Background: an optimization exercise with open tools, aiming at small area and a short achievable clock period. Do not read the settings as production practice.
Where RTL was checked, it was by simulation tests only, not by an equivalence proof against the original.
No activity file was given, so power comes from the tool's default toggle rates.

Setup of oak:
Design exec_stage, start of the top module:
module exec_stage (
    input  logic            clk,
    input  logic            rst_i,
    input  logic [411:0]    issue_i,
    input  logic [65:0]     bypass_a_i,
    input  logic [65:0]     bypass_b_i,
    output logic [285:0]    result_o,
    output logic            redirect_o,
    output exec_pkg::word_t redirect_pc_o,
    output logic            branch_cond_o
);
==> module exec_alu, before the edit <==
module exec_alu (
    input  exec_pkg::word_t   a_i,
    input  exec_pkg::word_t   b_i,
    input  exec_pkg::alu_op_e op_i,
    output logic              arith_sel_o,
    output exec_pkg::word_t   arith_o,
    output exec_pkg::word_t   other_o,
    output logic [1:0]        y_lo_o,
    output logic              overflow_o
);
    logic        sub;
    logic        is_addsub;
    logic        is_cmp;
    logic [31:0] bx;
    logic [33:0] sum_c;
    logic [32:0] sum;
    logic        slt;
    logic        sltu;
    logic        cmp;
    logic [4:0]  shamt;
    logic        is_sll;
    logic        fill;
    logic [31:0] sh_in;
    logic [31:0] sh0, sh1, sh2, sh3, sh4;
    logic [31:0] sh_rev;
    assign is_addsub = (op_i[3:2] == 2'b00);
    assign is_cmp    = (op_i[3:1] == 3'b100);
    assign sub = (op_i[3:1] == 3'b001) || is_cmp;
    assign bx  = b_i ^ {32{sub}};
    assign sum_c = {1'b0, a_i, 1'b1} + {1'b0, bx, sub};
    assign sum   = sum_c[33:1];
    assign overflow_o = is_addsub && !op_i[0] &&
                        (a_i[31] == bx[31]) && (sum[31] != a_i[31]);
    assign slt  = (a_i[31] ^ b_i[31]) ? a_i[31] : sum[31];
    assign sltu = !sum[32];
    assign cmp  = op_i[0] ? sltu : slt;
    assign arith_sel_o = is_addsub || is_cmp;
    assign arith_o     = is_cmp ? {31'b0, cmp} : sum[31:0];
    assign shamt  = a_i[4:0];
    assign is_sll = (op_i == exec_pkg::SLL);
    assign fill   = (op_i == exec_pkg::SRA) && b_i[31];
    always_comb begin
        for (int i = 0; i < 32; i++) begin
            sh_in[i] = is_sll ? b_i[31-i] : b_i[i];
        end
        sh0 = shamt[0] ? {{1{fill}},  sh_in[31:1]}  : sh_in;
        sh1 = shamt[1] ? {{2{fill}},  sh0[31:2]}    : sh0;
        sh2 = shamt[2] ? {{4{fill}},  sh1[31:4]}    : sh1;
        sh3 = shamt[3] ? {{8{fill}},  sh2[31:8]}    : sh2;
        sh4 = shamt[4] ? {{16{fill}}, sh3[31:16]}   : sh3;
        for (int i = 0; i < 32; i++) begin
            sh_rev[i] = sh4[31-i];
        end
    end
    always_comb begin
        case (op_i)
            exec_pkg::AND:  other_o = a_i & b_i;
            exec_pkg::OR:   other_o = a_i | b_i;
            exec_pkg::XOR:  other_o = a_i ^ b_i;
            exec_pkg::NOR:  other_o = ~(a_i | b_i);
            exec_pkg::SLL:  other_o = sh_rev;
            exec_pkg::SRL,
            exec_pkg::SRA:  other_o = sh4;
            exec_pkg::LUI:  other_o = {b_i[15:0], 16'b0};
            default:        other_o = '0;
        endcase
    end
    assign y_lo_o = arith_sel_o ? arith_o[1:0] : other_o[1:0];
endmodule
clock: 6.0 ns
lec_check: 0
abc_area: 1
cap_margin: 20
core_margin: 2
core_utilization: 40
setup_slack_margin: 2.5
slew_margin: 20
standard.sh (not shown) runs the stock make flow with config.mk's settings and CLKGATE_MAP_FILE= SYNTH_SCRIPT=/design/flow/synth_recipe.tcl, a recipe that flattens the netlist after the stock synthesis.
==> flow/flow/run.sh <==
#!/bin/bash
# Standard layout, with plain buffers (not delay cells) on the ports.
cp standard.sh standard_sh.txt
export BUFFER_PORTS_ARGS="-buffer_cell sky130_fd_sc_hd__buf_1"
bash standard.sh > standard.log 2>&1
Setup changes, oak to birch
--- a/flow/design.v
+++ b/flow/design.v
@@ -156,16 +156,16 @@
         for (int i = 0; i < 32; i++) begin
             sh_rev[i] = sh4[31-i];
         end
     end
     always_comb begin
         case (op_i)
-            exec_pkg::AND:  other_o = a_i & b_i;
-            exec_pkg::OR:   other_o = a_i | b_i;
-            exec_pkg::XOR:  other_o = a_i ^ b_i;
-            exec_pkg::NOR:  other_o = ~(a_i | b_i);
+            exec_pkg::AND:  other_o = a_i & bx;
+            exec_pkg::OR:   other_o = a_i | bx;
+            exec_pkg::XOR:  other_o = a_i ^ bx;
+            exec_pkg::NOR:  other_o = ~(a_i | bx);
             exec_pkg::SLL:  other_o = sh_rev;
             exec_pkg::SRL,
             exec_pkg::SRA:  other_o = sh4;
             exec_pkg::LUI:  other_o = {b_i[15:0], 16'b0};
             default:        other_o = '0;
         endcase
Findings:
Hold slack essentially unchanged between birch and oak. birch vs oak on met2 track demand over resource: birch is the higher one. In birch, the maximum cell stage delay along the critical path came out 0.40 ns below the value in oak. From birch to oak, sequential cell count did not move at all. Power consumption | birch above oak.
No functional check of the RTL was part of birch.


exec_stage, a different RTL version from the one above (not shown whole).
Size: ~390 flip-flops, ~870 I/O pins.
==> flow/design.v (excerpt) <==
module exec_stage (
    input  logic            clk,
    input  logic            rst_i,
    input  logic [411:0]    issue_i,
    input  logic [65:0]     bypass_a_i,
    input  logic [65:0]     bypass_b_i,
    output logic [285:0]    result_o,
    output logic            redirect_o,
    output exec_pkg::word_t redirect_pc_o,
    output logic            branch_cond_o
);
==> module exec_alu, before the edit <==
module exec_alu (
    input  exec_pkg::word_t   a_i,
    input  exec_pkg::word_t   b_i,
    input  exec_pkg::alu_op_e op_i,
    output logic              arith_sel_o,
    output exec_pkg::word_t   arith_o,
    output exec_pkg::word_t   other_o,
    output logic              is_cmp_o,
    output logic [1:0]        y_lo_nc_o,
    output logic              ovf_if_set_o,
    output logic              ovf_if_clr_o
);
    logic        sub;
    logic        is_addsub;
    logic        is_cmp;
    logic [31:0] bx;
    logic [33:0] sum_c;
    logic [32:0] sum;
    logic        slt;
    logic        sltu;
    logic        cmp;
    logic [4:0]  shamt;
    logic        is_sll;
    logic        fill;
    logic [31:0] sh_in;
    logic [31:0] sh0, sh1, sh2, sh3, sh4;
    logic [31:0] sh_rev;
    assign is_addsub = (op_i[3:2] == 2'b00);
    assign is_cmp    = (op_i[3:1] == 3'b100);
    assign sub = (op_i[3:1] == 3'b001) || is_cmp;
    assign bx  = b_i ^ {32{sub}};
    assign sum_c = {1'b0, a_i, 1'b1} + {1'b0, bx, sub};
    assign sum   = sum_c[33:1];
    logic ovf_op;
    assign ovf_op       = is_addsub && !op_i[0] && (a_i[31] == bx[31]);
    assign ovf_if_set_o = ovf_op && !a_i[31];
    assign ovf_if_clr_o = ovf_op && a_i[31];
    assign slt  = (a_i[31] ^ b_i[31]) ? a_i[31] : sum[31];
    assign sltu = !sum[32];
    assign cmp  = op_i[0] ? sltu : slt;
    assign arith_sel_o = is_addsub || is_cmp;
    assign arith_o     = is_cmp ? {31'b0, cmp} : sum[31:0];
    assign shamt  = a_i[4:0];
    assign is_sll = (op_i == exec_pkg::SLL);
    assign fill   = (op_i == exec_pkg::SRA) && b_i[31];
    always_comb begin
        for (int i = 0; i < 32; i++) begin
            sh_in[i] = is_sll ? b_i[31-i] : b_i[i];
        end
        sh0 = shamt[0] ? {{1{fill}},  sh_in[31:1]}  : sh_in;
        sh1 = shamt[1] ? {{2{fill}},  sh0[31:2]}    : sh0;
        sh2 = shamt[2] ? {{4{fill}},  sh1[31:4]}    : sh1;
        sh3 = shamt[3] ? {{8{fill}},  sh2[31:8]}    : sh2;
        sh4 = shamt[4] ? {{16{fill}}, sh3[31:16]}   : sh3;
        for (int i = 0; i < 32; i++) begin
            sh_rev[i] = sh4[31-i];
        end
    end
    always_comb begin
        case (op_i)
            exec_pkg::AND:  other_o = a_i & b_i;
            exec_pkg::OR:   other_o = a_i | b_i;
            exec_pkg::XOR:  other_o = a_i ^ b_i;
            exec_pkg::NOR:  other_o = ~(a_i | b_i);
            exec_pkg::SLL:  other_o = sh_rev;
            exec_pkg::SRL,
            exec_pkg::SRA:  other_o = sh4;
            exec_pkg::LUI:  other_o = {b_i[15:0], 16'b0};
            default:        other_o = '0;
        endcase
    end
    assign is_cmp_o  = is_cmp;
    assign y_lo_nc_o = is_addsub ? sum[1:0] : other_o[1:0];
endmodule
export LEC_CHECK = 0
export ABC_AREA = 1
export CAP_MARGIN = 20
export CORE_MARGIN = 2
export CORE_UTILIZATION = 40
export SETUP_SLACK_MARGIN = 2.5
export SLEW_MARGIN = 20
create_clock -name core_clock -period 6.0 [get_ports {clk}]
==> flow/flow/run.sh <==
#!/bin/bash
# The standard layout, except that the port buffers are plain buf_1
# cells instead of the delay cells buffer_ports picks by default. The
# make output goes to standard.log here; ORFS writes each step's log
# under orfs/logs.
set -euo pipefail
bash standard.sh BUFFER_PORTS_ARGS="-buffer_cell sky130_fd_sc_hd__buf_1" finish > standard.log 2>&1
Change:
--- a/flow/design.v
+++ b/flow/design.v
@@ -160,16 +160,16 @@
         for (int i = 0; i < 32; i++) begin
             sh_rev[i] = sh4[31-i];
         end
     end
     always_comb begin
         case (op_i)
-            exec_pkg::AND:  other_o = a_i & b_i;
-            exec_pkg::OR:   other_o = a_i | b_i;
-            exec_pkg::XOR:  other_o = a_i ^ b_i;
-            exec_pkg::NOR:  other_o = ~(a_i | b_i);
+            exec_pkg::AND:  other_o = a_i & bx;
+            exec_pkg::OR:   other_o = a_i | bx;
+            exec_pkg::XOR:  other_o = a_i ^ bx;
+            exec_pkg::NOR:  other_o = ~(a_i | bx);
             exec_pkg::SLL:  other_o = sh_rev;
             exec_pkg::SRL,
             exec_pkg::SRA:  other_o = sh4;
             exec_pkg::LUI:  other_o = {b_i[15:0], 16'b0};
             default:        other_o = '0;
         endcase
After rerunning:
- The new run completed without violations
- global-route usage drops by 0.93 points
- design area rose by 3.6%
- worst hold slack degrades by 0.026 ns
- non-clock buffer count drops by 12
- die area shrinks by 0.41%
- fmax went down by 1.9%
- wire length went down by 1.0%
- combinational power came out higher by 9.6%
- synthesized cell count rose by 1.2%
- worst setup slack gets worse by 0.072 ns
No run of this note included a check of the RTL's function; only the layout flow was run.

[re-timing with driven ports]
No port has a modelled driver above. Below, the same layouts with a new extraction and two added sets of constraints. Step 1, drivers: a clkbuf_16 drives clk and a buf_2 each remaining input, both assumed. Step 2, shift: input delay + t, output delay - t, t = (earliest + latest rising clock arrival at the registers) / 2. This alone moves slack from input paths to output paths. Three values: ideal, step 1, step 2; two values: the first two.
| run | t (ns) | slack for setup (ns) | worst register clock-pin slew, ns |
|---|---|---|---|
| oak | 0.683 | 2.476 / 2.486 / 1.803 | 0.07 / 0.07 |
| birch | 0.697 | 2.361 / 2.351 / 1.655 | 0.07 / 0.07 |
| the first run of note 2 | 0.678 | 2.307 / 2.320 / 1.641 | 0.07 / 0.07 |
| the second run of note 2 | 0.683 | 2.235 / 2.282 / 1.599 | 0.08 / 0.08 |
After both steps setup and hold are still met in every run listed. The setup slack of birch, which loses most, moves by -0.010 ns with the drivers and by -0.706 ns with both steps.
